This design comes from an exercise in tuning for a short achievable clock period and few clock cycles on the open sky130 flow, not from production work. In this exercise RTL edits were held to simulation tests only and were not proved equivalent to the original. Power is estimated from default activity; no workload was simulated.

**flow/run.sh**
```bash
#!/bin/bash
# synth_recipe.tcl (not shown) runs the flow's synth.tcl, then flattens the netlist and writes it again
# the make line also repeats each setting of config.mk as NAME=value (left out here)
make -C /OpenROAD-flow-scripts/flow DESIGN_CONFIG=/design/flow/config.mk WORK_HOME=/design/flow/orfs CLKGATE_MAP_FILE= SYNTH_SCRIPT=/design/flow/synth_recipe.tcl finish
```
**flow/config.mk**
```make
export PLATFORM = sky130hd
export DESIGN_NAME = backing_store_range_map
export DESIGN_NICKNAME = backing_store_range_map
export VERILOG_FILES = /design/flow/design.v
export SDC_FILE = /design/flow/constraint.sdc
export NUM_CORES = 4
export LEC_CHECK = 0
export CAP_MARGIN = 20
export CORE_MARGIN = 2
export CORE_UTILIZATION = 40
export SLEW_MARGIN = 20
export SYNTH_MEMORY_MAX_BITS = 8192
```
**flow/constraint.sdc**
```tcl
create_clock -name core_clock -period 8.0 [get_ports {clk_i}]
set_input_delay 1.6000 -clock core_clock [delete_from_list [all_inputs] [get_ports {clk_i}]]
set_output_delay 1.6000 -clock core_clock [all_outputs]
set_load 0.01 [all_outputs]
```
**flow/design.v**
```verilog
`timescale 1ns / 1ps
`default_nettype none
package bsrm_pkg;
  localparam int ACTION_W   = 2;
  localparam int PID_W      = 5;
  localparam int VPNO_W     = 20;
  localparam int STORE_W    = 3;
  localparam int NPAGES_W   = 9;
  localparam int OFFSET_W   = 8;
  localparam int INUSE_W    = 16;
  localparam int NUM_STORES = 8;
  localparam int NUM_PROCS  = 32;
  localparam int DEPTH      = NUM_STORES * NUM_PROCS;
  localparam int EW         = VPNO_W + NPAGES_W;    
  localparam logic [1:0] ACT_ALLOC  = 2'd0;
  localparam logic [1:0] ACT_FREE   = 2'd1;
  localparam logic [1:0] ACT_MAP    = 2'd2;
  localparam logic [1:0] ACT_LOOKUP = 2'd3;
  localparam logic STATUS_OK  = 1'b0;
  localparam logic STATUS_ERR = 1'b1;
endpackage
`default_nettype wire
`timescale 1ns / 1ps
`default_nettype none
import bsrm_pkg::*;
module bsrm_range_unit (
  input  wire logic [19:0] vpno_i,
  input  wire logic [11:0] vhi_m1_i,    
  input  wire logic [19:0] base_i,
  output logic             borrow_o,    
  output logic [8:0]       lo_o,        
  output logic             eq0_o,       
  output logic             eq1_o        
);
  always_comb begin
    {borrow_o, lo_o} = {1'b0, vpno_i[8:0]} - {1'b0, base_i[8:0]};
    eq0_o = (vpno_i[19:9] == base_i[19:9]);
    eq1_o = (vhi_m1_i == {1'b0, base_i[19:9]});
  end
endmodule
`default_nettype wire
`timescale 1ns / 1ps
`default_nettype none
import bsrm_pkg::*;
module bsrm_seg_mem (
  input  wire logic                  clk_i,
  input  wire logic                  rst_ni,
  input  wire logic [DEPTH-1:0]      we_i,       
  input  wire logic                  wvalid_i,   
  input  wire logic [EW-1:0]         wdata_i,    
  input  wire logic [2:0]            rpid_lo_i,  
  output logic [3:0][7:0]            rvalid_o,   
  output logic [3:0][7:0][EW-1:0]    rdata_o
);
  logic [DEPTH-1:0]         valid_q;
  logic [DEPTH-1:0][EW-1:0] data_q;
  always_ff @(posedge clk_i or negedge rst_ni) begin
    if (!rst_ni) begin
      valid_q <= '0;
    end else begin
      for (int e = 0; e < DEPTH; e++) begin
        if (we_i[e]) valid_q[e] <= wvalid_i;
      end
    end
  end
  always_ff @(posedge clk_i) begin
    for (int e = 0; e < DEPTH; e++) begin
      if (we_i[e]) data_q[e] <= wdata_i;
    end
  end
  logic [7:0][3:0][7:0]         v_by_lo;    
  logic [7:0][3:0][7:0][EW-1:0] d_by_lo;
  always_comb begin
    for (int l = 0; l < 8; l++) begin
      for (int g = 0; g < 4; g++) begin
        for (int s = 0; s < 8; s++) begin
          v_by_lo[l][g][s] = valid_q[g * 64 + l * 8 + s];
          d_by_lo[l][g][s] = data_q[g * 64 + l * 8 + s];
        end
      end
    end
  end
  always_comb begin
    case (rpid_lo_i)
      3'd0: begin rvalid_o = v_by_lo[0]; rdata_o = d_by_lo[0]; end
      3'd1: begin rvalid_o = v_by_lo[1]; rdata_o = d_by_lo[1]; end
      3'd2: begin rvalid_o = v_by_lo[2]; rdata_o = d_by_lo[2]; end
      3'd3: begin rvalid_o = v_by_lo[3]; rdata_o = d_by_lo[3]; end
      3'd4: begin rvalid_o = v_by_lo[4]; rdata_o = d_by_lo[4]; end
      3'd5: begin rvalid_o = v_by_lo[5]; rdata_o = d_by_lo[5]; end
      3'd6: begin rvalid_o = v_by_lo[6]; rdata_o = d_by_lo[6]; end
      default: begin rvalid_o = v_by_lo[7]; rdata_o = d_by_lo[7]; end
    endcase
  end
endmodule
`default_nettype wire
`timescale 1ns / 1ps
`default_nettype none
import bsrm_pkg::*;
module backing_store_range_map (
  input  wire logic        clk_i,
  input  wire logic        rst_ni,
  input  wire logic        in_valid_i,
  output logic             in_stall_o,
  input  wire logic [38:0] in_data_i,
  output logic             out_valid_o,
  input  wire logic        out_stall_i,
  output logic [27:0]      out_data_o
);
  localparam int FD  = 16;    
  localparam int CAP = 16;    
  logic        in_stall_q;
  logic        acc;
  logic        v0_q;
  logic [38:0] r0_q;
  assign acc = in_valid_i && !in_stall_q;
  always_ff @(posedge clk_i) begin
    r0_q <= in_data_i;
  end
  logic             v1_q;
  logic [1:0]       act1_q;
  logic [4:0]       pid1_q;
  logic [2:0]       st1_q;
  logic [EW-1:0]    wd1_q;
  logic [DEPTH-1:0] we1_q;
  logic [DEPTH-1:0] we1_d;
  always_comb begin
    for (int e = 0; e < DEPTH; e++) begin
      we1_d[e] = v0_q && (r0_q[38] ^ r0_q[37]) && ({r0_q[36:32], r0_q[11:9]} == 8'(e));
    end
  end
  always_ff @(posedge clk_i) begin
    act1_q <= r0_q[38:37];
    pid1_q <= r0_q[36:32];
    st1_q  <= r0_q[11:9];
    wd1_q  <= {r0_q[31:12], r0_q[8:0]};
  end
  logic [7:0]               smap_q;
  logic [INUSE_W-1:0]       cnt_q;
  logic [INUSE_W-1:0]       cnt_inc;
  logic                     alloc_ok;
  logic [2:0]               alloc_idx;
  logic [3:0][7:0]          rv;
  logic [3:0][7:0][EW-1:0]  rd;
  bsrm_seg_mem u_seg_mem (
    .clk_i     (clk_i),
    .rst_ni    (rst_ni),
    .we_i      (we1_q),
    .wvalid_i  (act1_q[1]),
    .wdata_i   (wd1_q),
    .rpid_lo_i (pid1_q[2:0]),
    .rvalid_o  (rv),
    .rdata_o   (rd)
  );
  always_comb begin
    alloc_ok  = !(&smap_q);
    alloc_idx = 3'd0;
    for (int s = 7; s >= 0; s--) begin
      if (!smap_q[s]) alloc_idx = 3'(s);
    end
    cnt_inc = (&cnt_q) ? cnt_q : cnt_q + 1'b1;
  end
  logic                     v2_q;
  logic                     lk2_q;
  logic [1:0]               pgh2_q;
  logic [19:0]              vp2_q;
  logic [27:0]              res2_q;      
  logic [3:0][7:0]          rv2_q;
  logic [3:0][7:0][EW-1:0]  rd2_q;
  logic [27:0]              res2_d;
  always_comb begin
    case (act1_q)
      ACT_ALLOC: res2_d = alloc_ok ? {STATUS_OK, alloc_idx, 8'd0, cnt_inc}
                                   : {STATUS_ERR, 3'd0, 8'd0, cnt_q};
      default:   res2_d = {STATUS_OK, st1_q, 8'd0, cnt_q};
    endcase
  end
  always_ff @(posedge clk_i or negedge rst_ni) begin
    if (!rst_ni) begin
      smap_q <= '0;
      cnt_q  <= '0;
    end else if (v1_q) begin
      case (act1_q)
        ACT_ALLOC: if (alloc_ok) cnt_q <= cnt_inc;
        ACT_FREE:  smap_q[st1_q] <= 1'b0;
        ACT_MAP:   smap_q[st1_q] <= 1'b1;
        default: ;
      endcase
    end
  end
  always_ff @(posedge clk_i) begin
    lk2_q  <= (act1_q == ACT_LOOKUP);
    pgh2_q <= pid1_q[4:3];
    vp2_q  <= wd1_q[EW-1:NPAGES_W];
    res2_q <= res2_d;
    rv2_q  <= rv;
    rd2_q  <= rd;
  end
  logic                     v3_q;
  logic                     lk3_q;
  logic [19:0]              vp3_q;
  logic [11:0]              vm3_q;
  logic [27:0]              res3_q;
  logic [7:0]               rv3_q;
  logic [7:0][EW-1:0]       rd3_q;
  always_ff @(posedge clk_i) begin
    lk3_q  <= lk2_q;
    vp3_q  <= vp2_q;
    vm3_q  <= {1'b0, vp2_q[19:9]} - 12'd1;
    res3_q <= res2_q;
    case (pgh2_q)
      2'd0:    begin rv3_q <= rv2_q[0]; rd3_q <= rd2_q[0]; end
      2'd1:    begin rv3_q <= rv2_q[1]; rd3_q <= rd2_q[1]; end
      2'd2:    begin rv3_q <= rv2_q[2]; rd3_q <= rd2_q[2]; end
      default: begin rv3_q <= rv2_q[3]; rd3_q <= rd2_q[3]; end
    endcase
  end
  logic [7:0]               bo4_d, eq04_d, eq14_d;
  logic [7:0][8:0]          lo4_d;
  for (genvar s = 0; s < 8; s++) begin : g_range
    bsrm_range_unit u_range (
      .vpno_i   (vp3_q),
      .vhi_m1_i (vm3_q),
      .base_i   (rd3_q[s][EW-1:NPAGES_W]),
      .borrow_o (bo4_d[s]),
      .lo_o     (lo4_d[s]),
      .eq0_o    (eq04_d[s]),
      .eq1_o    (eq14_d[s])
    );
  end
  logic                     v4_q;
  logic                     lk4_q;
  logic [27:0]              res4_q;
  logic [7:0]               ok4_q;       
  logic [7:0][8:0]          lo4_q;
  logic [7:0][8:0]          np4_q;
  always_ff @(posedge clk_i) begin
    lk4_q  <= lk3_q;
    res4_q <= res3_q;
    for (int s = 0; s < 8; s++) begin
      ok4_q[s] <= rv3_q[s] && (bo4_d[s] ? eq14_d[s] : eq04_d[s]);
      lo4_q[s] <= lo4_d[s];
      np4_q[s] <= rd3_q[s][NPAGES_W-1:0];
    end
  end
  logic                     v5_q;
  logic                     lk5_q;
  logic [27:0]              res5_q;
  logic [7:0]               hit5_q;
  logic [7:0][7:0]          off5_q;
  always_ff @(posedge clk_i) begin
    lk5_q  <= lk4_q;
    res5_q <= res4_q;
    for (int s = 0; s < 8; s++) begin
      hit5_q[s] <= ok4_q[s] && (lo4_q[s] < np4_q[s]);
      off5_q[s] <= lo4_q[s][7:0];
    end
  end
  logic        v6_q;
  logic [27:0] res6_q;
  logic [27:0] res6_d;
  logic [2:0]  hidx;
  logic [7:0]  hoff;
  always_comb begin
    hidx = 3'd0;
    hoff = 8'd0;
    for (int s = 7; s >= 0; s--) begin
      if (hit5_q[s]) begin
        hidx = 3'(s);
        hoff = off5_q[s];
      end
    end
    if (lk5_q) begin
      res6_d = (|hit5_q) ? {STATUS_OK, hidx, hoff, res5_q[15:0]}
                         : {STATUS_ERR, 3'd0, 8'd0, res5_q[15:0]};
    end else begin
      res6_d = res5_q;
    end
  end
  always_ff @(posedge clk_i) begin
    res6_q <= res6_d;
  end
  always_ff @(posedge clk_i or negedge rst_ni) begin
    if (!rst_ni) begin
      v0_q  <= 1'b0;
      v1_q  <= 1'b0;
      v2_q  <= 1'b0;
      v3_q  <= 1'b0;
      v4_q  <= 1'b0;
      v5_q  <= 1'b0;
      v6_q  <= 1'b0;
      we1_q <= '0;
    end else begin
      v0_q  <= acc;
      v1_q  <= v0_q;
      v2_q  <= v1_q;
      v3_q  <= v2_q;
      v4_q  <= v3_q;
      v5_q  <= v4_q;
      v6_q  <= v5_q;
      we1_q <= we1_d;
    end
  end
  logic [FD-1:0][27:0]   fifo_q;
  logic [$clog2(FD)-1:0] wp_q, rp_q;
  logic [$clog2(FD):0]   fcnt_q;
  logic                  fne_q;        
  logic                  take, pop;
  logic [$clog2(CAP):0]  occ_q;
  logic                  out_valid_q;
  logic [27:0]           out_q;
  logic                  dep;
  assign take = !out_valid_q || !out_stall_i;
  assign pop  = take && fne_q;
  assign dep  = out_valid_q && !out_stall_i;
  always_ff @(posedge clk_i) begin
    if (v6_q) fifo_q[wp_q] <= res6_q;
    if (take) out_q <= fifo_q[rp_q];
  end
  always_ff @(posedge clk_i or negedge rst_ni) begin
    if (!rst_ni) begin
      wp_q        <= '0;
      rp_q        <= '0;
      fcnt_q      <= '0;
      fne_q       <= 1'b0;
      out_valid_q <= 1'b0;
      occ_q       <= '0;
      in_stall_q  <= 1'b0;
    end else begin
      if (v6_q) wp_q <= wp_q + 1'b1;
      if (pop)  rp_q <= rp_q + 1'b1;
      fcnt_q <= fcnt_q + v6_q - pop;
      fne_q  <= (fcnt_q + v6_q - pop) != 0;
      if (take) out_valid_q <= fne_q;
      occ_q      <= occ_q + acc - dep;
      in_stall_q <= (occ_q + acc) >= CAP;
    end
  end
  assign in_stall_o  = in_stall_q;
  assign out_valid_o = out_valid_q;
  assign out_data_o  = out_q;
endmodule
`default_nettype wire
```
==> results.sh, run 1 <==
export IMPL_cts_resized=0
export IMPL_synth_commonest_cells="edfxtp_1 (7900), nor2_1 (1868), dfxtp_1 (1668)"
export IMPL_yosys_warnings=3
export IMPL_syn_num_nets=23100
export IMPL_ys_dominant_reg_cell="edfxtp_1"
export IMPL_post_cts_setup_buffer_count=0
export IMPL_wl_um=1220000
export IMPL_cp_max_fo=24
export IMPL_dpl_hpwl_um=691000
export IMPL_yosysTopAreaCell="edfxtp_1"
export IMPL_crit_family="adder cells"
export IMPL_setup_viol=0
export IMPL_cts_sinks=10100
export IMPL_leakagePower_nw=145
export IMPL_worstMarginPinSlew_ps=1350
export IMPL_setup_tns_ps=0
export IMPL_cp_end_kind="register"
export IMPL_nets=23500
export IMPL_hold_class="reg2reg"
export IMPL_p_seq_frac=0.470
export IMPL_ir_worst_vdd_mv=0.506
export IMPL_rows=354
export IMPL_synthTopCellsByArea="edfxtp_1 (64%), dfxtp_1 (9.0%), dfrtp_1 (3.8%)"
export IMPL_crit_required_ps=8930
export IMPL_avgSynthCellArea_um2=16.3
export IMPL_worstPathCellList="fa_1, ha_1, a21o_1, a21oi_4, xnor2_1, nor2_1, ha_1, inv_1, a211oi_1, mux2_2, nand2_1, nor2_1, a221o_1"
export IMPL_final_cell_count_no_fill=36500
export IMPL_viasPerCell=5.99
export IMPL_finalCritPeriodShare=0.846
export IMPL_drive_above_1_share=0.154
export IMPL_power_frac_comb=0.158
export IMPL_min_period_ps=6770
export IMPL_slew_headroom=0.103
export IMPL_grt_max_degree=163
export IMPL_htreeDepth=7
export IMPL_max_stage_delay_ps=870
export IMPL_grt_use_total=0.252
export IMPL_switchingPower_mw=38.9
export IMPL_rsz0062_at_grt="false"
export IMPL_cts_root_buf="clkbuf_16"
export IMPL_p_sw_frac=0.290
export IMPL_cp_slowest_cell="ha_1"
export IMPL_status="complete, no violations"
export IMPL_drtIter0Drc=32000
export IMPL_antenna_found_initial=141
export IMPL_drv_slew=0
export IMPL_clock_path_buffers=5
export IMPL_max_cap_viol_count=0
export IMPL_clock_skew_final_ps=113
export IMPL_core_area_mm2=0.928
export IMPL_vias=219000
export IMPL_postSynthCellCount=22800
export IMPL_first_pass_iters=6
export IMPL_die_y_um=968
export IMPL_max_freq_mhz=148
export IMPL_synthToLayoutAreaGrowth_pct=14.3
export IMPL_grt_pass1_wl_um=1680000
export IMPL_placed_cells=34500
export IMPL_place_congestion=0.924
export IMPL_whs_ps=298
export IMPL_grt_pass1_vias=208000
export IMPL_io_buffers=72
export IMPL_die_area_mm2=0.938
export IMPL_p_per_area_mw_per_mm2=315
export IMPL_power_frac_clock=0.372
export IMPL_tritoncts="yes"
export IMPL_postCtsHoldBufs=0
export IMPL_drc=0
export IMPL_synth_cell_area_mm2=0.372
export IMPL_numCtsBuffers=1074
export IMPL_path_class="reg2reg"
export IMPL_die_w_um=968
export IMPL_ys_seq_elements=10100
export IMPL_finalHoldViolations=0
export IMPL_insertion_delay_ps=1130
export IMPL_seq_area_frac_synth=0.766
export IMPL_start_kind="register"
export IMPL_async_flop_share=0.0557
export IMPL_wl_per_cell_um=33.5
export IMPL_synth_distinct_cells=73
export IMPL_p_int_mw=94.9
export IMPL_crit_arrival_ps=7700
export IMPL_ant_nets=0
export IMPL_yosysMostFrequentCell="edfxtp_1"
export IMPL_yosys_area_top_type_share=0.638
export IMPL_synth_edf_count=7900
export IMPL_start_util=0.401
export IMPL_crit_buf_inv=1
export IMPL_pin_count=73
export IMPL_path_clk_slew_ps=60
export IMPL_overflow=0
-- state kept, by name, indices dropped and copies added, names as in the netlist, 12 cells and up, named ones only --
| signal | flops |
|---|---|
| u_seg_mem.data_q | 7424 |
| rd2_q | 928 |
| fifo_q | 448 |
| u_seg_mem.valid_q | 256 |
| we1_q | 256 |
| rd3_q | 232 |
| lo4_q | 72 |
| np4_q | 72 |
| off5_q | 64 |
| r0_q | 39 |
| rv2_q | 32 |
| wd1_q | 29 |
| out_q | 28 |
| res6_q | 28 |
| res2_q | 20 |
| res3_q | 20 |
| res4_q | 20 |
| res5_q | 20 |
| vp2_q | 20 |
| vp3_q | 20 |
| cnt_q | 16 |
| vm3_q | 12 |
-- path summary, 6_finish.rpt --
check	end	start	cells after the start	slack (ps)
max reg2reg	fifo_q[275]	wp_q[3]	13	1230
min in group asynchronous	u_seg_mem.valid_q[109]	rst_ni	1	430
min reg2reg	np4_q[3]	rd3_q[3]	0	300
max in group asynchronous	u_seg_mem.valid_q[65]	rst_ni	3	5570
min	np4_q[3]	rd3_q[3]	0	300
max	fifo_q[275]	wp_q[3]	13	1230
-- worst register-to-register path: cells and delay by family (launching register included) --
family / cells / cell delay [ps]
adder cells (fa/ha/maj): 3 / 1750
AND/OR/NAND/NOR: 3 / 1510
AO/OA/AOI/OAI: 4 / 1230
flip-flops: 1 / 830
multiplexers: 1 / 570
buffers and inverters: 1 / 400
XOR/XNOR: 1 / 330
-- layout by cell type, fill, tap and decap left out, drive strengths merged, types with 28 or more instances in the layout --
cell type,count
mux4,544
a21oi,678
a221o,44
o21a,110
buf,730
a22o,341
dfrtp,564
a221oi,549
a31oi,387
dfxtp,1668
mux2i,559
clkbuf,1501
nor2,1870
nand2b,29
nand3,58
o2bb2ai,62
diode,89
nor2b,243
o221ai,301
xor2,94
edfxtp,7900
o21ai,910
clkdlybuf4s50,71
bufinv,67
o22a,210
a22oi,622
o32a,85
o22ai,224
clkinv,310
a21o,68
ha,171
xnor2,138
inv,317
nor3,54
nand4,28
mux2,757
nand2,1450
a211oi,228
-- per-stage QoR --
step | total power, mW | cell area [um^2] | util | setup slack [ps]
after floorplan | 73.7 | 372000 | - | 831
after global placement | 84.4 | 390000 | 0.420 | 1510
after detailed placement | 84.5 | 390000 | 0.420 | 1460
after CTS | 134 | 425000 | 0.458 | 1400
after global routing | 137 | 425000 | 0.458 | 1090
final | 134 | 425000 | 0.458 | 1230
-- logic make-up after synthesis --
group,Yosys count,share of synthesized area
buf+inv,1668,0.0170
mux,1860,0.0709
fa+ha+maj,185,0.00651
xor+xnor,234,0.00564
compound gates,4921,0.0927
flops,10100,0.766
simple gates,3826,0.0417
-- metal layers --
metal / routed length (um) / GRT usage / up-vias
met5: 253 / 0 / -
met4: 64600 / 0.119 / 32
met3: 116000 / 0.0440 / 2266
met2: 562000 / 0.394 / 12300
met1: 482000 / 0.345 / 115000
li1: - / - / 89800
-- power groups by stage --
stage | registers, mW | clock network, mW | logic (mW)
6_report | 62.9 | 49.7 | 21.2
3_5_place_dp | 63.9 | 0 | 20.6
3_3_place_gp | 63.9 | 0 | 20.5
5_1_grt | 62.9 | 52.2 | 22.0
2_1_floorplan | 62.4 | 0 | 11.3
4_1_cts | 62.8 | 50.2 | 20.7
-- area by class of cell --
type | count | area [um^2]
fillers | 79100 | 503000
flip-flops and latches | 10100 | 285000
multi-input cells | 11000 | 81300
clock buffers | 1501 | 30100
well taps | 12300 | 15400
repair buffers | 801 | 7410
clock inverters | 454 | 4970
inverters | 253 | 950
diodes | 89 | 223
Testbench counts, summed over its fixed seeds: cycles 19,272.
==> run 2, diff against run 1 <==
--- a/flow/config.mk
+++ b/flow/config.mk
@@ -5,8 +5,9 @@
 export SDC_FILE = /design/flow/constraint.sdc
 export NUM_CORES = 4
 export LEC_CHECK = 0
+export ABC_CLOCK_PERIOD_IN_PS = 3500
 export CAP_MARGIN = 20
 export CORE_MARGIN = 2
-export CORE_UTILIZATION = 40
+export CORE_UTILIZATION = 55
+export SETUP_SLACK_MARGIN = 4.5
 export SLEW_MARGIN = 20
-export SYNTH_MEMORY_MAX_BITS = 8192
==> run 2 against run 1 <==
Compared with the run above: clock skew down 51 ps; count of clock-buffer cells in the layout rose by 103; wire length up 3.2%; synthesized cell count unchanged; highest routed layer unchanged; sequential power is essentially flat; register-to-register slack improved by 2600 ps; worst hold slack got worse by 7.6 ps; sequential cell count unchanged; die area fell by 27%; critical path depth increased by 4; global-route usage rose by 11 points.
==> results.sh, run 2 <==
export IMPL_ant_nets=0
export IMPL_grt_max_degree=166
export IMPL_start_util=0.551
export IMPL_final_cell_mix="edfxtp_1 (7900), nor2_1 (1776), dfxtp_1 (1612), nand2_1 (1166), clkbuf_16 (1154)"
export IMPL_numCtsBuffers=1106
export IMPL_min_period_ps=4150
export IMPL_largest_register_ff_count=7424
export IMPL_path_class="reg2reg"
export IMPL_hold_class="reg2reg"
export IMPL_setup_tns_ps=0
export IMPL_wl_um=1260000
export IMPL_clock_skew_final_ps=62.2
export IMPL_cp_slowest_cell="fa_2"
export IMPL_ir_worst_vdd_mv=0.679
export IMPL_crit_arrival_ps=5090
export IMPL_die_y_um=826
export IMPL_die_area_mm2=0.683
export IMPL_grt_use_total=0.364
export IMPL_dpl_hpwl_um=698000
export IMPL_leakagePower_nw=149
export IMPL_path_clk_slew_ps=60
export IMPL_viasPerCell=6.64
export IMPL_yosys_area_top_type_share=0.638
export IMPL_yosysTopAreaCell="edfxtp_1"
export IMPL_insertion_delay_ps=1250
export IMPL_ys_seq_elements=10100
export IMPL_finalHoldViolations=0
export IMPL_cp_max_fo=21
export IMPL_postSynthCellCount=22800
export IMPL_drive_above_1_share=0.196
export IMPL_p_per_area_mw_per_mm2=345
export IMPL_tritoncts="yes"
export IMPL_overflow=0
export IMPL_postCtsHoldBufs=0
export IMPL_die_w_um=826
export IMPL_async_flop_share=0.0557
export IMPL_largest_register="u_seg_mem.data_q"
export IMPL_htreeDepth=7
export IMPL_synthTopCellsByArea="edfxtp_1 (64%), dfxtp_1 (9.0%), dfrtp_1 (3.8%)"
export IMPL_critPathMostFrequentCell="nor2_4"
export IMPL_whs_ps=291
export IMPL_cts_root_buf="clkbuf_16"
export IMPL_vias=223000
export IMPL_start_kind="register"
export IMPL_synth_commonest_cells="edfxtp_1 (7900), nor2_1 (1868), dfxtp_1 (1668)"
export IMPL_max_freq_mhz=241
export IMPL_drc=0
export IMPL_synth_edf_count=7900
export IMPL_cts_sinks=10100
export IMPL_worstPathCellList="buf_6, fa_1, inv_2, fa_2, nor2b_4, nand3_4, nor2_4, ha_4, buf_12, clkinvlp_4, nor2_4, mux2_4, nand2_4, buf_8, nor2_4, a22oi_1, o21ai_1"
export IMPL_top_layer_used="met5"
export IMPL_route_met3_wl_um=138000
export IMPL_seq_area_frac_synth=0.766
export IMPL_avgSynthCellArea_um2=16.3
export IMPL_rows=302
export IMPL_place_congestion=0.950
export IMPL_nets=24000
export IMPL_grt_pass1_wl_um=1710000
export IMPL_ys_dominant_reg_cell="edfxtp_1"
export IMPL_synth_distinct_cells=73
export IMPL_wl_met1_um=492000
export IMPL_antenna_found_initial=152
export IMPL_grt_pass1_vias=208000
export IMPL_pin_count=73
export IMPL_yosys_warnings=3
export IMPL_crit_required_ps=8940
export IMPL_syn_num_nets=23100
export IMPL_clock_path_buffers=5
export IMPL_synthToLayoutAreaGrowth_pct=15.8
export IMPL_met2_length_um=565000
export IMPL_max_cap_viol_count=0
export IMPL_slew_headroom=0.115
export IMPL_setup_viol=0
export IMPL_status="complete, no violations"
export IMPL_rsz0062_at_grt="true"
export IMPL_drtIter0Drc=33800
export IMPL_max_stage_delay_ps=580
export IMPL_io_buffers=72
export IMPL_yosysMostFrequentCell="edfxtp_1"
export IMPL_cp_end_kind="register"
export IMPL_finalCritPeriodShare=0.519
export IMPL_synth_cell_area_mm2=0.372
export IMPL_final_common_cell="edfxtp_1"
export IMPL_worstMarginPinSlew_ps=1290
export IMPL_first_pass_iters=7
export IMPL_drv_slew=0
export IMPL_core_area_mm2=0.675
export IMPL_top_regs="u_seg_mem.data_q: 7424 flops, rd2_q: 928 flops, fifo_q: 448 flops"
export IMPL_wl_per_cell_um=37.6
[run 2: timing repair]
action | in CTS | in global routing
cloned | 27 | 11
endpoints found under the hold margin | 0 | 0
setup endpoints to repair | 1243 | 492
pin swaps | 246 | 226
resized for setup | 1015 | 675
buffers inserted | 285 | 109
[run 2: area by class of cell]
type                       count  area, um^2
antenna                       50         125
clock buffer                1604       31700
clock inverter               304        2430
fill                       48300      244000
inverter                     253         971
multi-input combinational  11000       85900
sequential                 10100      285000
tap                         8968       11200
timing repair buffer        1236       13500
[run 2: cells by family (layout without fill, tap and decap cells)]
kind of cell               after synthesis  in the layout  share of synthesized area
adders and majority gates              185            185                    0.00651
and+or+nand+nor                       3826           3833                     0.0417
DFF                                  10100          10100                      0.766
AOI/OAI and AO/OA                     4921           4921                     0.0927
buffers and inverters                 1668           3397                     0.0170
other                                    0             50                          0
muxes                                 1860           1860                     0.0709
xor gates and xnor gates               234            234                    0.00564
[run 2: worst paths after layout]
check | to | cells past startpoint | slack, ps | from
worst max-delay path | fifo_q[229] | 17 | 3850 | wp_q[2]
worst min-delay path | np4_q[0] | 0 | 290 | rd3_q[0]
max in group asynchronous | we1_q[88] | 3 | 5840 | rst_ni
worst max register to register | fifo_q[229] | 17 | 3850 | wp_q[2]
min in group asynchronous | u_seg_mem.valid_q[158] | 1 | 320 | rst_ni
worst min register to register | np4_q[0] | 0 | 290 | rd3_q[0]
[run 2: stage by stage]
| stage | cell area [um^2] | utilization | worst slack, ps | std cells | power [mW] |
|---|---|---|---|---|---|
| after floorplan | 372000 | - | 3100 | 22800 | 73.6 |
| after global placement | 386000 | 0.571 | 1980 | 31200 | 84.5 |
| after detailed placement | 386000 | 0.571 | 1940 | 31200 | 84.6 |
| after CTS | 427000 | 0.632 | 3860 | 33400 | 143 |
| after global routing | 431000 | 0.638 | 3740 | 33500 | 152 |
| final | 431000 | 0.638 | 3850 | 33600 | 149 |
[run 2: per-layer routing]
metal  vias to the layer above  GRT usage
met5                         -          0
li1                      90700          -
met4                        40      0.170
met1                    116000      0.516
met3                      2608     0.0811
met2                     13600      0.542
[run 2: worst max-delay path: cells and delay by family (launching register included)]
| kind | cells | cell delay, ps |
|---|---|---|
| compound gates | 2 | 290 |
| fa+ha+maj | 3 | 1320 |
| buf+inv | 5 | 720 |
| flops | 1 | 430 |
| mux | 1 | 380 |
| simple gates | 6 | 730 |
[run 2: power by group]
part           switching, mW  leakage [nW]  total [mW]  internal (mW)
Combinational           22.0          38.8        36.8           14.8
Clock                   20.1          16.8        48.8           28.7
Sequential              3.12          93.1        63.1           60.0
==> run 3, diff against run 2 <==
--- a/flow/design.v
+++ b/flow/design.v
@@ -313,9 +313,18 @@
   assign take = !out_valid_q || !out_stall_i;
   assign pop  = take && fne_q;
   assign dep  = out_valid_q && !out_stall_i;
+  logic [27:0] head;
+  always_comb begin
+    head = '0;
+    for (int i = 0; i < FD; i++) begin
+      if (rp_q == i) head = fifo_q[i];
+    end
+  end
   always_ff @(posedge clk_i) begin
-    if (v6_q) fifo_q[wp_q] <= res6_q;
-    if (take) out_q <= fifo_q[rp_q];
+    for (int i = 0; i < FD; i++) begin
+      if (v6_q && wp_q == i) fifo_q[i] <= res6_q;
+    end
+    if (take) out_q <= head;
   end
   always_ff @(posedge clk_i or negedge rst_ni) begin
     if (!rst_ni) begin
==> flow/config.mk (replaced) <==
export PLATFORM = sky130hd
export DESIGN_NAME = backing_store_range_map
export DESIGN_NICKNAME = backing_store_range_map
export VERILOG_FILES = /design/flow/design.v
export SDC_FILE = /design/flow/constraint.sdc
export NUM_CORES = 4
export LEC_CHECK = 0
export ABC_CLOCK_PERIOD_IN_PS = 3300
export CAP_MARGIN = 20
export CORE_MARGIN = 2
export CORE_UTILIZATION = 40
export CTS_CLUSTER_DIAMETER = 100
export CTS_CLUSTER_SIZE = 30
export SETUP_SLACK_MARGIN = 4.6
export SLEW_MARGIN = 20
export SYNTH_MEMORY_MAX_BITS = 8192
==> run 3 against run 2 <==
Compared with the run above: still clean; register-to-register slack improved by 730 ps; worst hold slack improved by 4.3 ps; cell count decreased by 0.60%; core utilization decreased by 20 points; die area increased by 35%; clock skew increased by 68 ps; cell area decreased by 7.9%; sequential share of layout area increased by 5.7 points; clock power decreased by 45%; power decreased by 36%; critical path depth decreased by 12; highest routed layer unchanged.
==> results.sh, run 3 <==
export IMPL_status="complete, no violations"
export IMPL_start_util=0.401
export IMPL_wl_um=1070000
export IMPL_synth_commonest_cells="edfxtp_1 (7900), nor2_1 (1752), dfxtp_1 (1668)"
export IMPL_yosys_area_top_type_share=0.649
export IMPL_finalHoldViolations=0
export IMPL_post_place_ws_ps=3620
export IMPL_vias=197000
export IMPL_finalCritPeriodShare=0.427
export IMPL_fin_total_pwr_mw=94.9
export IMPL_wl_per_cell_um=32.2
export IMPL_cp_end_kind="register"
export IMPL_drive_above_1_share=0.145
export IMPL_path_clk_slew_ps=120
export IMPL_synthTopCellsByArea="edfxtp_1 (65%), dfxtp_1 (9.1%), mux4_2 (4.7%)"
export IMPL_min_period_ps=3410
export IMPL_postCtsHoldBufs=0
export IMPL_synth_cell_area_mm2=0.365
export IMPL_grt_use_total=0.224
export IMPL_pin_count=73
export IMPL_synth_compound_area_share=0.0767
export IMPL_first_pass_iters=9
export IMPL_insertion_delay_ps=1090
export IMPL_synth_edf_count=7900
export IMPL_hold_class="reg2reg"
export IMPL_cts_root_buf="clkbuf_16"
export IMPL_ys_seq_elements=10100
export IMPL_setup_tns_ps=0
export IMPL_yosysTopAreaCell="edfxtp_1"
export IMPL_grt_pass1_vias=188000
export IMPL_die_w_um=960
export IMPL_yosys_area_share_simple=0.0340
export IMPL_seq_area_frac_synth=0.779
export IMPL_clock_path_buffers=4
export IMPL_cp_slowest_cell="mux4_2"
export IMPL_clock_skew_final_ps=130
export IMPL_slew_headroom=0.136
export IMPL_yosys_warnings=3
export IMPL_ir_worst_vdd_mv=0.207
export IMPL_ys_dominant_reg_cell="edfxtp_1"
export IMPL_die_area_mm2=0.921
export IMPL_rsz0062_at_grt="false"
export IMPL_fin_area_mm2=0.397
export IMPL_place_congestion=0.838
export IMPL_max_cap_viol_count=0
export IMPL_leakagePower_nw=130
export IMPL_yosysMostFrequentCell="edfxtp_1"
export IMPL_avgSynthCellArea_um2=17.5
export IMPL_rows=351
export IMPL_viasPerCell=5.90
export IMPL_synthAdderAreaFrac=0.00630
export IMPL_grt_pass1_wl_um=1490000
export IMPL_crit_required_ps=8950
export IMPL_synth_top_family_by_area="multiplexers"
export IMPL_numCtsBuffers=402
export IMPL_layout_setup_ws_ps=4590
export IMPL_start_kind="register"
export IMPL_syn_num_nets=21100
export IMPL_final_common_cell="edfxtp_1"
export IMPL_dpl_hpwl_um=582000
export IMPL_setup_viol=0
export IMPL_placed_cells=32500
export IMPL_antenna_found_initial=95
export IMPL_async_flop_share=0.0557
export IMPL_synthToLayoutAreaGrowth_pct=8.52
export IMPL_worstMarginPinSlew_ps=1290
export IMPL_grt_max_degree=161
export IMPL_drtIter0Drc=27200
export IMPL_drc=0
export IMPL_tritoncts="yes"
export IMPL_max_stage_delay_ps=600
export IMPL_dpl_cell_area_mm2=0.382
export IMPL_p_per_area_mw_per_mm2=239
export IMPL_cp_max_fo=118
export IMPL_worstPathCellList="buf_16, buf_6, buf_12, mux4_2, mux2_2"
export IMPL_htreeDepth=5
export IMPL_r2r_setup_slack_ps=4590
export IMPL_synth_distinct_cells=82
export IMPL_drv_slew=0
export IMPL_final_cell_count_no_fill=33400
export IMPL_core_area_mm2=0.912
export IMPL_nets=21000
export IMPL_io_buffers=72
export IMPL_overflow=0
export IMPL_ant_nets=0
export IMPL_crit_arrival_ps=4370
export IMPL_final_cell_mix="edfxtp_1 (7900), nor2_1 (1745), dfxtp_1 (1631), mux2_2 (963), mux4_2 (757)"
export IMPL_path_class="reg2reg"
export IMPL_synth_xor_area_share=0.00405
export IMPL_postSynthCellCount=20900
export IMPL_synthMuxAreaShare=0.0828
export IMPL_largest_register_ff_count=7424
export IMPL_largest_register="u_seg_mem.data_q"
export IMPL_max_freq_mhz=293
export IMPL_die_y_um=960
export IMPL_top_regs="u_seg_mem.data_q: 7424 flops, rd2_q: 928 flops, fifo_q: 448 flops"
export IMPL_cts_sinks=10100
## run 3: cell count changes after synthesis, sizes merged, moves of 118 or more
cell / before / now
a211oi: 228 / 405
a22oi: 622 / 371
a31oi: 387 / 131
buf: 214 / 438
clkbuf: 1201 / 837
mux2: 757 / 964
mux2i: 559 / 235
mux4: 544 / 757
nand2: 1450 / 616
nor2: 1870 / 1752
o21ai: 910 / 355
o221ai: 301 / 110
o22ai: 224 / 515
## run 3: timing repair
action	4_1_cts	5_1_grt
resized for setup	194	42
setup endpoints to repair	933	163
buffers inserted	28	8
pin swaps	7	2
endpoints found under the hold margin	0	0
cloned	12	1
## run 3: routing by layer
layer	share of wire	GRT usage	vias up
li1	-	-	81100
met1	0.42	0.324	105000
met2	0.46	0.356	9275
met3	0.086	0.0318	1346
met4	0.033	0.0633	44
met5	0.00030	0.00118	-
## run 3: worst max-delay path: cells and delay by family (launching register included)
family                 cells  cell delay, ps
buffers and inverters      3            1430
DFF                        1             510
muxes                      2             870
## run 3: layout make-up
class	count	area, um^2
diodes	75	188
fillers	79100	516000
inverters	259	976
multi-input cells	9227	75000
clock inverters	83	1410
well taps	12200	15200
clock buffers	674	11400
repair buffers	749	7490
flip-flops and latches	10100	285000
## run 3: final timing paths
check / from / endpoint / cells after the start
worst max register to register: pid1_q[0] / rd2_q[457] / 5
worst min register to register: r0_q[8] / wd1_q[8] / 0
max in group asynchronous: rst_ni / out_valid_q / 3
worst min-delay path: r0_q[8] / wd1_q[8] / 0
worst max-delay path: pid1_q[0] / rd2_q[457] / 5
min in group asynchronous: rst_ni / u_seg_mem.valid_q[22] / 1
## run 3: kinds of logic after synthesis
family,after synthesis
xor+xnor,169
mux,1956
buf+inv,1534
compound gates,3970
fa+ha+maj,178
flops,10100
simple gates,2950
## run 3: where the power goes
group / internal (mW) / switching (mW) / total [mW]
Clock: 10.3 / 16.4 / 26.7
Sequential: 58.2 / 1.37 / 59.5
Combinational: 3.07 / 5.58 / 8.65
## run 3: stage by stage
stage	utilization	hold slack, ps
2_1_floorplan	-	310
3_3_place_gp	0.419	309
3_5_place_dp	0.419	312
4_1_cts	0.434	309
5_1_grt	0.435	310
6_report	0.435	295
Testbench counts of run 3, summed over its fixed seeds: cycles 19,272.
==> run 4, diff against run 3 <==
--- a/flow/design.v
+++ b/flow/design.v
@@ -48,7 +48,7 @@
   input  wire logic [DEPTH-1:0]      we_i,       
   input  wire logic                  wvalid_i,   
   input  wire logic [EW-1:0]         wdata_i,    
-  input  wire logic [2:0]            rpid_lo_i,  
+  input  wire logic [7:0]            rpid_lo_i,  
   output logic [3:0][7:0]            rvalid_o,   
   output logic [3:0][7:0][EW-1:0]    rdata_o
 );
@@ -81,16 +81,12 @@
     end
   end
   always_comb begin
-    case (rpid_lo_i)
-      3'd0: begin rvalid_o = v_by_lo[0]; rdata_o = d_by_lo[0]; end
-      3'd1: begin rvalid_o = v_by_lo[1]; rdata_o = d_by_lo[1]; end
-      3'd2: begin rvalid_o = v_by_lo[2]; rdata_o = d_by_lo[2]; end
-      3'd3: begin rvalid_o = v_by_lo[3]; rdata_o = d_by_lo[3]; end
-      3'd4: begin rvalid_o = v_by_lo[4]; rdata_o = d_by_lo[4]; end
-      3'd5: begin rvalid_o = v_by_lo[5]; rdata_o = d_by_lo[5]; end
-      3'd6: begin rvalid_o = v_by_lo[6]; rdata_o = d_by_lo[6]; end
-      default: begin rvalid_o = v_by_lo[7]; rdata_o = d_by_lo[7]; end
-    endcase
+    rvalid_o = '0;
+    rdata_o  = '0;
+    for (int l = 0; l < 8; l++) begin
+      rvalid_o = rvalid_o | (v_by_lo[l] & {32{rpid_lo_i[l]}});
+      rdata_o  = rdata_o  | (d_by_lo[l] & {(32 * EW){rpid_lo_i[l]}});
+    end
   end
 endmodule
 `default_nettype wire
@@ -120,6 +116,7 @@
   logic             v1_q;
   logic [1:0]       act1_q;
   logic [4:0]       pid1_q;
+  logic [7:0]       plo1_q;      
   logic [2:0]       st1_q;
   logic [EW-1:0]    wd1_q;
   logic [DEPTH-1:0] we1_q;
@@ -132,6 +129,7 @@
   always_ff @(posedge clk_i) begin
     act1_q <= r0_q[38:37];
     pid1_q <= r0_q[36:32];
+    plo1_q <= 8'd1 << r0_q[34:32];
     st1_q  <= r0_q[11:9];
     wd1_q  <= {r0_q[31:12], r0_q[8:0]};
   end
@@ -148,7 +146,7 @@
     .we_i      (we1_q),
     .wvalid_i  (act1_q[1]),
     .wdata_i   (wd1_q),
-    .rpid_lo_i (pid1_q[2:0]),
+    .rpid_lo_i (plo1_q),
     .rvalid_o  (rv),
     .rdata_o   (rd)
   );
@@ -231,14 +229,17 @@
   logic                     v4_q;
   logic                     lk4_q;
   logic [27:0]              res4_q;
-  logic [7:0]               ok4_q;       
+  logic [7:0]               rv4_q, bo4_q, eq04_q, eq14_q;
   logic [7:0][8:0]          lo4_q;
   logic [7:0][8:0]          np4_q;
   always_ff @(posedge clk_i) begin
     lk4_q  <= lk3_q;
     res4_q <= res3_q;
     for (int s = 0; s < 8; s++) begin
-      ok4_q[s] <= rv3_q[s] && (bo4_d[s] ? eq14_d[s] : eq04_d[s]);
+      rv4_q[s]  <= rv3_q[s];
+      bo4_q[s]  <= bo4_d[s];
+      eq04_q[s] <= eq04_d[s];
+      eq14_q[s] <= eq14_d[s];
       lo4_q[s] <= lo4_d[s];
       np4_q[s] <= rd3_q[s][NPAGES_W-1:0];
     end
@@ -252,7 +253,8 @@
     lk5_q  <= lk4_q;
     res5_q <= res4_q;
     for (int s = 0; s < 8; s++) begin
-      hit5_q[s] <= ok4_q[s] && (lo4_q[s] < np4_q[s]);
+      hit5_q[s] <= rv4_q[s] && (bo4_q[s] ? eq14_q[s] : eq04_q[s]) &&
+                   (lo4_q[s] < np4_q[s]);
       off5_q[s] <= lo4_q[s][7:0];
     end
   end
@@ -302,7 +304,7 @@
     end
   end
   logic [FD-1:0][27:0]   fifo_q;
-  logic [$clog2(FD)-1:0] wp_q, rp_q;
+  logic [FD-1:0]         wp_q, rp_q;   
   logic [$clog2(FD):0]   fcnt_q;
   logic                  fne_q;        
   logic                  take, pop;
@@ -317,27 +319,27 @@
   always_comb begin
     head = '0;
     for (int i = 0; i < FD; i++) begin
-      if (rp_q == i) head = fifo_q[i];
+      if (rp_q[i]) head = head | fifo_q[i];
     end
   end
   always_ff @(posedge clk_i) begin
     for (int i = 0; i < FD; i++) begin
-      if (v6_q && wp_q == i) fifo_q[i] <= res6_q;
+      if (v6_q && wp_q[i]) fifo_q[i] <= res6_q;
     end
     if (take) out_q <= head;
   end
   always_ff @(posedge clk_i or negedge rst_ni) begin
     if (!rst_ni) begin
-      wp_q        <= '0;
-      rp_q        <= '0;
+      wp_q        <= FD'(1);
+      rp_q        <= FD'(1);
       fcnt_q      <= '0;
       fne_q       <= 1'b0;
       out_valid_q <= 1'b0;
       occ_q       <= '0;
       in_stall_q  <= 1'b0;
     end else begin
-      if (v6_q) wp_q <= wp_q + 1'b1;
-      if (pop)  rp_q <= rp_q + 1'b1;
+      if (v6_q) wp_q <= {wp_q[FD-2:0], wp_q[FD-1]};
+      if (pop)  rp_q <= {rp_q[FD-2:0], rp_q[FD-1]};
       fcnt_q <= fcnt_q + v6_q - pop;
       fne_q  <= (fcnt_q + v6_q - pop) != 0;
       if (take) out_valid_q <= fne_q;
--- a/flow/config.mk
+++ b/flow/config.mk
@@ -11,6 +11,6 @@
 export CORE_UTILIZATION = 40
 export CTS_CLUSTER_DIAMETER = 100
 export CTS_CLUSTER_SIZE = 30
-export SETUP_SLACK_MARGIN = 4.6
+export SETUP_SLACK_MARGIN = 4.8
 export SLEW_MARGIN = 20
 export SYNTH_MEMORY_MAX_BITS = 8192
==> run 4 against run 3 <==
Compared with the run above: now fails the layout checks on slew limit; sequential share of layout area rose by 4.6 points; cell count shrank 9.3%; clock skew down 42 ps; via count fell by 7.9%; worst hold slack improved by 20 ps; register-to-register slack better by 260 ps; sequential power about the same; die area is 5.3% lower; wire length shrank 8.8%; clock power fell by 4%; critical endpoint is now out_valid_o.
==> results.sh, run 4 <==
export IMPL_min_from="r0_q[21]"
export IMPL_reg2reg_depth=5
export IMPL_worstPathCellList="buf_6"
export IMPL_insertion_delay_ps=1150
export IMPL_start_kind="register"
export IMPL_yosys_warnings=3
export IMPL_ys_seq_elements=10200
export IMPL_synth_commonest_cells="edfxtp_1 (7900), a22oi_1 (3846), dfxtp_1 (1697)"
export IMPL_synthToLayoutAreaGrowth_pct=8.16
export IMPL_avgSynthCellArea_um2=18.8
export IMPL_p_int_mw=69.4
export IMPL_power_frac_clock=0.285
export IMPL_overflow=0
export IMPL_nets=18600
export IMPL_top_regs="u_seg_mem.data_q: 7424 flops, rd2_q: 928 flops, fifo_q: 448 flops"
export IMPL_ir_worst_vdd_mv=0.219
export IMPL_syn_num_nets=18600
export IMPL_p_seq_frac=0.665
export IMPL_postCtsHoldBufs=0
export IMPL_viasPerCell=5.99
export IMPL_grt_use_total=0.215
export IMPL_async_flop_share=0.0577
export IMPL_synth_cell_area_mm2=0.346
export IMPL_switchingPower_mw=20.1
export IMPL_io_buffers=72
export IMPL_crit_arrival_ps=1690
export IMPL_finalHoldViolations=0
export IMPL_htreeDepth=5
export IMPL_max_freq_mhz=304
export IMPL_dpl_hpwl_um=513000
export IMPL_ant_nets=0
export IMPL_first_pass_iters=7
export IMPL_so_faults="slew limit"
export IMPL_path_class="reg2out"
export IMPL_wl_per_cell_um=32.4
export IMPL_finalCritPeriodShare=0.411
export IMPL_grt_met2_usage=0.343
export IMPL_wl_um=980000
export IMPL_fin_total_pwr_mw=89.6
export IMPL_yosysMostFrequentCell="edfxtp_1"
export IMPL_grt_max_degree=154
export IMPL_p_sw_frac=0.225
export IMPL_synth_distinct_cells=65
export IMPL_numCtsBuffers=389
export IMPL_grt_use_met3=0.0332
export IMPL_synthAdderAreaFrac=0.00640
export IMPL_max_stage_delay_ps=430
export IMPL_core_area_mm2=0.862
export IMPL_yosys_area_share_simple=0.0265
export IMPL_power_frac_comb=0.050
export IMPL_start_util=0.401
export IMPL_synth_xor_area_share=0.00651
export IMPL_grt_pass1_wl_um=1350000
export IMPL_r2r_start="hit5_q[5]"
export IMPL_drv_slew=24
export IMPL_grt_pass1_vias=173000
export IMPL_crit_buf_inv=1
export IMPL_drtIter0Drc=24800
export IMPL_rsz0062_at_grt="true"
export IMPL_crit_required_ps=6400
export IMPL_synthMuxAreaShare=0.0257
export IMPL_synth_top_family_by_area="compound AO/OA/AOI/OAI gates"
export IMPL_seq_area_frac_synth=0.826
export IMPL_drive_above_1_share=0.0909
export IMPL_place_congestion=0.835
export IMPL_leakagePower_nw=119
export IMPL_setup_tns_ps=0
export IMPL_ys_dominant_reg_cell="edfxtp_1"
export IMPL_max_cap_viol_count=0
export IMPL_yosysTopAreaCell="edfxtp_1"
export IMPL_vias=181000
export IMPL_synthTopCellsByArea="edfxtp_1 (69%), dfxtp_1 (9.8%), a22oi_1 (8.3%)"
export IMPL_setup_viol=0
export IMPL_cp_slowest_cell="dfrtp_2"
export IMPL_cp_max_fo=2
export IMPL_slew_headroom=-0.0279
export IMPL_r2r_setup_slack_ps=4850
export IMPL_drc=0
export IMPL_rows=341
export IMPL_largest_register="u_seg_mem.data_q"
export IMPL_largest_register_ff_count=7424
export IMPL_holdPathStages=0
export IMPL_clock_path_buffers=4
export IMPL_hold_class="reg2reg"
export IMPL_busiest_layer="met2"
export IMPL_reg2reg_to="res6_q[21]"
export IMPL_p_per_area_mw_per_mm2=239
export IMPL_crit_family="flip-flops"
export IMPL_cts_root_buf="clkbuf_16"
export IMPL_worstMarginPinSlew_ps=1540
export IMPL_gr_usage_met1=0.309
export IMPL_tritoncts="yes"
export IMPL_min_period_ps=3290
export IMPL_die_area_mm2=0.872
export IMPL_status="finished with violations"
export IMPL_whs_ps=315
export IMPL_path_clk_slew_ps=110
export IMPL_final_cell_mix="edfxtp_1 (7900), a22oi_1 (3846), dfxtp_1 (1649), nand4_1 (1027), dfrtp_1 (553)"
export IMPL_pin_count=73
export IMPL_cts_sinks=10200
export IMPL_final_common_cell="edfxtp_1"
export IMPL_cp_end_kind="primary output"
export IMPL_die_w_um=934
export IMPL_yosys_area_top_type_share=0.686
export IMPL_synth_compound_area_share=0.0946
export IMPL_synth_edf_count=7900
export IMPL_postSynthCellCount=18400
export IMPL_antenna_found_initial=61
export IMPL_clock_skew_final_ps=88.0
export IMPL_min_to="wd1_q[18]"
export IMPL_die_y_um=934
-- run 4: changes by cell type after synthesis, moves of 564 or more --
cell / change
a21oi_1: -670
a22oi_1: +3475
mux2_2: -661
nand2_1: -564
nand4_1: +1006
nor2_1: -1414
-- run 4: power groups by stage --
stage	Combinational [mW]	Sequential, mW	Clock (mW)
finish	4.51	59.5	25.5
global route	4.86	59.6	27.6
CTS	4.49	59.5	25.9
detailed placement	4.48	60.7	0
global placement	4.46	60.7	0
floorplan	2.57	60.0	0
-- run 4: final cells by class --
| class | count | area (um^2) |
|---|---|---|
| Clock buffer | 685 | 11000 |
| Sequential cell | 10200 | 286000 |
| Tap cell | 11500 | 14400 |
| Multi-Input combinational cell | 6950 | 55400 |
| Inverter | 201 | 754 |
| Clock inverter | 49 | 783 |
| Timing Repair Buffer | 618 | 5560 |
| Antenna cell | 102 | 255 |
| Fill cell | 74000 | 488000 |
-- run 4: worst max-delay path by stage --
stage	slack, ps	from	depth (start not counted)	end
finish	4710	out_valid_q	1	out_valid_o
global route	4660	out_valid_q	1	out_valid_o
CTS	4610	out_valid_q	1	out_valid_o
detailed placement	3490	out_stall_i	11	fne_q
global placement	3420	out_stall_i	13	fne_q
floorplan	4370	out_stall_i	14	fne_q
-- run 4: per-layer routing --
metal,share of wire,vias to the layer above,wire [um]
li1,-,74600,-
met1,0.41,97200,405000
met2,0.47,8446,458000
met3,0.089,1059,87100
met4,0.031,6,30100
met5,0.000035,-,34
-- run 4: repair_timing --
item | CTS | global route
pin swaps | 1 | 1
resized for setup | 124 | 3
setup buffers | 2 | 0
setup endpoints to repair | 33 | 31
-- run 4: cell families (layout without fill, tap and decap cells) --
group	Yosys count	count (layout)
flops	10200	10200
compound gates	4356	4356
simple gates	1615	1615
buf+inv	1266	1553
mux	551	551
xor+xnor	257	257
fa+ha+maj	171	171
other cells	0	102
-- run 4: through the flow --
step / setup WS [ps] / instance area, um^2 / utilization / std cells
after floorplan: 4370 / 346000 / - / 18400
after global placement: 3420 / 362000 / 0.420 / 29400
after detailed placement: 3490 / 362000 / 0.420 / 29400
after CTS: 4610 / 374000 / 0.434 / 30200
after global routing: 4660 / 374000 / 0.434 / 30200
final: 4710 / 374000 / 0.434 / 30300
Testbench counts of run 4, summed over its fixed seeds: cycles 19,272.
==> run 5, diff against run 4 <==
--- a/flow/config.mk
+++ b/flow/config.mk
@@ -11,6 +11,7 @@
 export CORE_UTILIZATION = 40
 export CTS_CLUSTER_DIAMETER = 100
 export CTS_CLUSTER_SIZE = 30
+export PLACE_DENSITY = 0.7
 export SETUP_SLACK_MARGIN = 4.8
 export SLEW_MARGIN = 20
 export SYNTH_MEMORY_MAX_BITS = 8192
==> run 5 against run 4 <==
Compared with the run above: the layout still fails its checks (slew limit); power shrank 0.12%; combinational power decreased by 0.9%; synthesized area unchanged; count of clock-buffer cells in the layout is 4 higher; largest power group unchanged; synthesized cell count stayed put.
==> results.sh, run 5 <==
export IMPL_synth_xor_area_share=0.00651
export IMPL_grt_max_degree=162
export IMPL_yosys_area_top_type_share=0.686
export IMPL_rows=341
export IMPL_wl_per_cell_um=31.0
export IMPL_seq_area_frac_synth=0.826
export IMPL_path_clk_slew_ps=110
export IMPL_max_cap_viol_count=0
export IMPL_synth_cell_area_mm2=0.346
export IMPL_synthTopCellsByArea="edfxtp_1 (69%), dfxtp_1 (9.8%), a22oi_1 (8.3%)"
export IMPL_pin_count=73
export IMPL_wl_um=937000
export IMPL_so_faults="slew limit"
export IMPL_max_freq_mhz=305
export IMPL_whs_ps=282
export IMPL_largest_register="u_seg_mem.data_q"
export IMPL_yosys_warnings=3
export IMPL_p_seq_frac=0.665
export IMPL_grt_pass1_wl_um=1310000
export IMPL_yosysMostFrequentCell="edfxtp_1"
export IMPL_synth_edf_count=7900
export IMPL_worstPathCellList="buf_6"
export IMPL_cp_end_kind="primary output"
export IMPL_synth_compound_area_share=0.0946
export IMPL_clock_skew_final_ps=96.8
export IMPL_place_congestion=0.871
export IMPL_cts_root_buf="clkbuf_16"
export IMPL_ys_dominant_reg_cell="edfxtp_1"
export IMPL_vias=183000
export IMPL_cts_sinks=10200
export IMPL_ir_worst_vdd_mv=0.203
export IMPL_ys_seq_elements=10200
export IMPL_largest_register_ff_count=7424
export IMPL_first_pass_iters=8
export IMPL_synthToLayoutAreaGrowth_pct=8.12
export IMPL_syn_num_nets=18600
export IMPL_finalHoldViolations=0
export IMPL_viasPerCell=6.05
export IMPL_p_int_mw=69.5
export IMPL_nets=18500
export IMPL_synthAdderAreaFrac=0.00640
export IMPL_die_area_mm2=0.872
export IMPL_avgSynthCellArea_um2=18.8
export IMPL_io_buffers=72
export IMPL_async_flop_share=0.0577
export IMPL_numCtsBuffers=391
export IMPL_finalCritPeriodShare=0.409
export IMPL_min_period_ps=3270
export IMPL_final_cell_mix="edfxtp_1 (7900), a22oi_1 (3846), dfxtp_1 (1639), nand4_1 (1027), dfrtp_1 (554)"
export IMPL_antenna_found_initial=43
export IMPL_grt_pass1_vias=174000
export IMPL_ant_nets=0
export IMPL_slew_headroom=-0.00260
export IMPL_leakagePower_nw=119
export IMPL_crit_family="flip-flops"
export IMPL_synth_commonest_cells="edfxtp_1 (7900), a22oi_1 (3846), dfxtp_1 (1697)"
export IMPL_p_per_area_mw_per_mm2=239
export IMPL_setup_viol=0
export IMPL_start_util=0.401
export IMPL_hold_class="reg2reg"
export IMPL_overflow=0
export IMPL_insertion_delay_ps=1110
export IMPL_final_common_cell="edfxtp_1"
export IMPL_drive_above_1_share=0.0903
export IMPL_setup_tns_ps=0
export IMPL_synth_distinct_cells=65
export IMPL_die_y_um=934
export IMPL_worstMarginPinSlew_ps=1500
export IMPL_status="finished with violations"
export IMPL_path_class="reg2out"
export IMPL_core_area_mm2=0.862
export IMPL_drv_slew=17
export IMPL_tritoncts="yes"
export IMPL_postSynthCellCount=18400
export IMPL_clock_path_buffers=4
export IMPL_die_w_um=934
export IMPL_yosysTopAreaCell="edfxtp_1"
export IMPL_power_frac_clock=0.285
export IMPL_cp_slowest_cell="dfrtp_2"
export IMPL_crit_arrival_ps=1670
export IMPL_top_regs="u_seg_mem.data_q: 7424 flops, rd2_q: 928 flops, fifo_q: 448 flops"
export IMPL_crit_buf_inv=1
export IMPL_drc=0
export IMPL_dpl_hpwl_um=491000
export IMPL_postCtsHoldBufs=0
export IMPL_grt_use_total=0.205
export IMPL_cp_max_fo=2
export IMPL_yosys_area_share_simple=0.0265
export IMPL_crit_required_ps=6400
export IMPL_drtIter0Drc=26200
export IMPL_p_sw_frac=0.223
export IMPL_power_frac_comb=0.050
export IMPL_start_kind="register"
export IMPL_switchingPower_mw=19.9
export IMPL_rsz0062_at_grt="true"
export IMPL_max_stage_delay_ps=430
export IMPL_synthMuxAreaShare=0.0257
export IMPL_synth_top_family_by_area="compound AO/OA/AOI/OAI gates"
export IMPL_htreeDepth=5
==> run 5: cell counts after synthesis <==
No cell type changed its count.
==> run 5: cells by family after synthesis <==
| group | Yosys count |
|---|---|
| multiplexers | 551 |
| adder cells (fa/ha/maj) | 171 |
| AO/OA/AOI/OAI | 4356 |
| XOR/XNOR | 257 |
| buffers and inverters | 1266 |
| flip-flops | 10200 |
| AND/OR/NAND/NOR | 1615 |
==> run 5: path summary, 6_finish.rpt <==
check                      slack [ps]                      to  cells past startpoint        start
hold / removal                    280               wd1_q[13]                      0     r0_q[16]
min in group asynchronous         410                    v6_q                      1       rst_ni
setup reg to reg                 4780              rd2_q[105]                      4    plo1_q[5]
setup / recovery                 4730             out_valid_o                      1  out_valid_q
hold reg to reg                   280               wd1_q[13]                      0     r0_q[16]
max in group asynchronous        5690  u_seg_mem.valid_q[173]                      3       rst_ni
==> run 5: area by class of cell <==
class                           instances  area [um^2]
Multi-Input combinational cell       6951        55400
Tap cell                            11500        14400
Timing Repair Buffer                  604         5370
Fill cell                           72800       488000
Sequential cell                     10200       286000
Clock buffer                          689        11000
Antenna cell                           33         82.6
Inverter                              201          754
Clock inverter                         47          980
==> run 5: timing repair <==
item,in CTS,in global routing
pin swaps,1,1
setup endpoints to repair,31,79
resized for setup,122,3
gates cloned,0,1
setup buffers,2,1
==> run 5: power by group through the flow <==
stage | Clock (mW) | Combinational, mW | Sequential, mW
4_1_cts | 25.7 | 4.43 | 59.5
2_1_floorplan | 0 | 2.57 | 60.0
3_5_place_dp | 0 | 4.42 | 60.7
6_report | 25.5 | 4.47 | 59.5
5_1_grt | 27.4 | 4.81 | 59.6
3_3_place_gp | 0 | 4.36 | 60.6
==> run 5: through the flow <==
stage / util / instances / area (um^2) / power (mW) / worst slack, ps
floorplan: - / 18400 / 346000 / 62.6 / 4370
global placement: 0.420 / 29400 / 362000 / 65.0 / 3440
detailed placement: 0.420 / 29400 / 362000 / 65.1 / 3560
CTS: 0.434 / 30200 / 374000 / 89.6 / 4660
global route: 0.434 / 30200 / 374000 / 91.7 / 4660
finish: 0.434 / 30200 / 374000 / 89.5 / 4730
==> run 5: layer usage <==
| layer | vias to the layer above | routed length (um) | track usage |
|---|---|---|---|
| met4 | 8 | 44900 | 0.0826 |
| met2 | 11200 | 438000 | 0.328 |
| li1 | 74500 | - | - |
| met1 | 95500 | 355000 | 0.280 |
| met3 | 1532 | 98800 | 0.0347 |
| met5 | - | 92 | 0 |
==> run 6, diff against run 5 <==
--- a/flow/config.mk
+++ b/flow/config.mk
@@ -6,12 +6,11 @@
 export NUM_CORES = 4
 export LEC_CHECK = 0
 export ABC_CLOCK_PERIOD_IN_PS = 3300
-export CAP_MARGIN = 20
+export CAP_MARGIN = 30
 export CORE_MARGIN = 2
 export CORE_UTILIZATION = 40
 export CTS_CLUSTER_DIAMETER = 100
 export CTS_CLUSTER_SIZE = 30
-export PLACE_DENSITY = 0.7
 export SETUP_SLACK_MARGIN = 4.8
-export SLEW_MARGIN = 20
+export SLEW_MARGIN = 40
 export SYNTH_MEMORY_MAX_BITS = 8192
==> run 6 against run 5 <==
Compared with the run above: now clean on timing, DRC and antenna; register-to-register slack gained 100 ps; critical path depth did not move; cell area increased by 0.35%; worst hold slack gained 26 ps; critical endpoint is now out_data_o[24]; largest cell class unchanged; largest power group unchanged; highest routed layer unchanged.
==> results.sh, run 6 <==
export IMPL_max_cap_viol_count=0
export IMPL_p_int_mw=69.5
export IMPL_wl_um=978000
export IMPL_slew_headroom=0.214
export IMPL_nets=18600
export IMPL_vias=181000
export IMPL_power_frac_comb=0.051
export IMPL_final_common_cell="edfxtp_1"
export IMPL_power_frac_clock=0.285
export IMPL_cts_root_buf="clkbuf_16"
export IMPL_insertion_delay_ps=1130
export IMPL_pin_count=73
export IMPL_postCtsHoldBufs=0
export IMPL_utilization=0.435
export IMPL_yosys_warnings=3
export IMPL_htreeDepth=5
export IMPL_start_kind="register"
export IMPL_overflow=0
export IMPL_synth_cell_area_mm2=0.346
export IMPL_largest_register_ff_count=7424
export IMPL_async_flop_share=0.0577
export IMPL_first_pass_iters=6
export IMPL_worstPathCellList="buf_2"
export IMPL_ys_seq_elements=10200
export IMPL_worstMarginPinSlew_ps=1180
export IMPL_die_w_um=934
export IMPL_synth_distinct_cells=65
export IMPL_cp_slowest_cell="edfxtp_1"
export IMPL_grt_use_total=0.215
export IMPL_numCtsBuffers=389
export IMPL_crit_family="flip-flops"
export IMPL_grt_pass1_vias=173000
export IMPL_synthTopCellsByArea="edfxtp_1 (69%), dfxtp_1 (9.8%), a22oi_1 (8.3%)"
export IMPL_tritoncts="yes"
export IMPL_whs_ps=308
export IMPL_finalHoldViolations=0
export IMPL_min_period_ps=3270
export IMPL_drc=0
export IMPL_ys_dominant_reg_cell="edfxtp_1"
export IMPL_drive_above_1_share=0.0940
export IMPL_path_clk_slew_ps=110
export IMPL_place_congestion=0.835
export IMPL_cts_sinks=10200
export IMPL_p_sw_frac=0.224
export IMPL_seq_area_frac_synth=0.826
export IMPL_synth_commonest_cells="edfxtp_1 (7900), a22oi_1 (3846), dfxtp_1 (1697)"
export IMPL_hold_class="reg2reg"
export IMPL_yosys_area_top_type_share=0.686
export IMPL_post_place_ws_ps=3510
export IMPL_fillers=73800
export IMPL_start_util=0.401
export IMPL_crit_buf_inv=1
export IMPL_viasPerCell=5.97
export IMPL_postSynthCellCount=18400
export IMPL_die_y_um=934
export IMPL_finalCritPeriodShare=0.409
export IMPL_p_seq_frac=0.664
export IMPL_multi_input_area_mm2=0.0555
export IMPL_syn_num_nets=18600
export IMPL_layout_setup_ws_ps=4730
export IMPL_switchingPower_mw=20.1
export IMPL_die_area_mm2=0.872
export IMPL_yosysTopAreaCell="edfxtp_1"
export IMPL_final_cell_count_no_fill=30300
export IMPL_clock_skew_final_ps=77.9
export IMPL_io_buffers=72
export IMPL_yosysMostFrequentCell="edfxtp_1"
export IMPL_synthToLayoutAreaGrowth_pct=8.50
export IMPL_cp_end_kind="primary output"
export IMPL_drtIter0Drc=24700
export IMPL_largest_register="u_seg_mem.data_q"
export IMPL_core_area_mm2=0.862
export IMPL_crit_arrival_ps=1670
export IMPL_max_stage_delay_ps=400
export IMPL_placed_cells=29500
export IMPL_rsz0062_at_grt="true"
export IMPL_status="complete, no violations"
export IMPL_p_per_area_mw_per_mm2=239
export IMPL_wl_per_cell_um=32.3
export IMPL_top_regs="u_seg_mem.data_q: 7424 flops, rd2_q: 928 flops, fifo_q: 448 flops"
export IMPL_ir_worst_vdd_mv=0.191
export IMPL_avgSynthCellArea_um2=18.8
export IMPL_dpl_hpwl_um=517000
export IMPL_drv_slew=0
export IMPL_path_class="reg2out"
export IMPL_max_freq_mhz=305
export IMPL_crit_required_ps=6400
export IMPL_rows=341
export IMPL_final_cell_mix="edfxtp_1 (7900), a22oi_1 (3846), dfxtp_1 (1638), nand4_1 (1027), dfrtp_1 (553)"
export IMPL_ant_nets=0
export IMPL_regArea_mm2=0.286
export IMPL_grt_pass1_wl_um=1350000
export IMPL_cp_max_fo=1
export IMPL_setup_tns_ps=0
export IMPL_clock_path_buffers=4
export IMPL_leakagePower_nw=119
export IMPL_setup_viol=0
export IMPL_antenna_found_initial=72
export IMPL_grt_max_degree=154
export IMPL_synth_edf_count=7900
-- run 6: metrics by stage --
| stage | cell area, um^2 | power (mW) |
|---|---|---|
| 3_3_place_gp | 362000 | 65.1 |
| 6_report | 375000 | 89.7 |
| 4_1_cts | 374000 | 89.9 |
| 5_1_grt | 375000 | 92.1 |
| 2_1_floorplan | 346000 | 62.6 |
| 3_5_place_dp | 363000 | 65.2 |
-- run 6: power by group through the flow --
stage                     clock network (mW)  registers, mW  logic (mW)
after floorplan                            0           60.0        2.57
after global placement                     0           60.7        4.46
after detailed placement                   0           60.7        4.53
after CTS                               25.9           59.5        4.53
after global routing                    27.6           59.6        4.93
final                                   25.6           59.5        4.57
-- run 6: metal layers --
metal | track usage | routed length (um) | vias to the layer above
met1 | 0.308 | 405000 | 96900
met2 | 0.341 | 456000 | 8506
met5 | 0 | 52 | -
met4 | 0.0617 | 30300 | 8
li1 | - | - | 74700
met3 | 0.0340 | 87100 | 1030
-- run 6: cell type report --
class	count	share of cell area
flip-flops and latches	10200	0.762
multi-input cells	6950	0.148
well taps	11500	0.0383
clock buffers	687	0.0296
repair buffers	650	0.0173
inverters	201	0.00201
clock inverters	43	0.00195
diodes	105	0.000700
-- run 6: what timing repair did --
item	in CTS	in global routing
gates resized for setup	121	2
pin swaps	1	1
buffers inserted	2	0
setup endpoints to repair	31	31
-- run 6: cells by family (layout without fill, tap and decap cells) --
family	Yosys count	after routing	synth area share
xor gates and xnor gates	257	257	0.00651
muxes	551	551	0.0257
AOI/OAI and AO/OA	4356	4356	0.0946
and+or+nand+nor	1615	1615	0.0265
buffers and inverters	1266	1581	0.0140
adders and majority gates	171	171	0.00640
DFF	10200	10200	0.826
other	0	105	0
-- run 6: path summary, 6_finish.rpt --
kind | from | to | slack (ps) | cells after the start
min in group asynchronous | rst_ni | we1_q[49] | 490 | 1
worst min register to register | r0_q[23] | wd1_q[20] | 310 | 0
worst max-delay path | out_q[24] | out_data_o[24] | 4730 | 1
worst min-delay path | r0_q[23] | wd1_q[20] | 310 | 0
worst max register to register | vp3_q[1] | lo4_q[44] | 4880 | 7
max in group asynchronous | rst_ni | u_seg_mem.valid_q[202] | 5730 | 3

## port drivers added, routing unchanged
Ports are ideal in the flow. The routed layouts listed here were re-timed in OpenROAD.
Step 1, drivers: a clkbuf_16 drives clk_i and a buf_2 each remaining input, both assumed.
Step 2 times the ports against the registers' clock, not the clock port: input delays grow and output delays shrink by t, the midpoint of the rising clock arrivals with the driver on.
Three values: no drivers, after step 1, after step 2; two values: the first two.
run | shift t [ns] | setup WS [ns] | slew at the worst register clock pin (ns) | worst data-port slew with drivers (ns)
run 1 | 1.240 | 1.231 / 1.231 / 1.231 | 0.07 / 0.07 | 0.14
run 2 | 1.351 | 3.851 / 3.851 / 3.495 | 0.07 / 0.07 | 0.05
run 3 | 1.165 | 4.585 / 4.534 / 3.645 | 0.12 / 0.12 | 0.14
run 4 | 1.254 | 4.709 / 4.561 / 4.056 | 0.12 / 0.12 | 0.12
run 5 | 1.218 | 4.725 / 4.578 / 4.059 | 0.12 / 0.12 | 0.15
run 6 | 1.249 | 4.726 / 4.571 / 4.076 | 0.12 / 0.12 | 0.11
For run 3, which loses most, drivers alone change the setup slack by -0.051 ns; drivers and shift together by -0.940 ns.
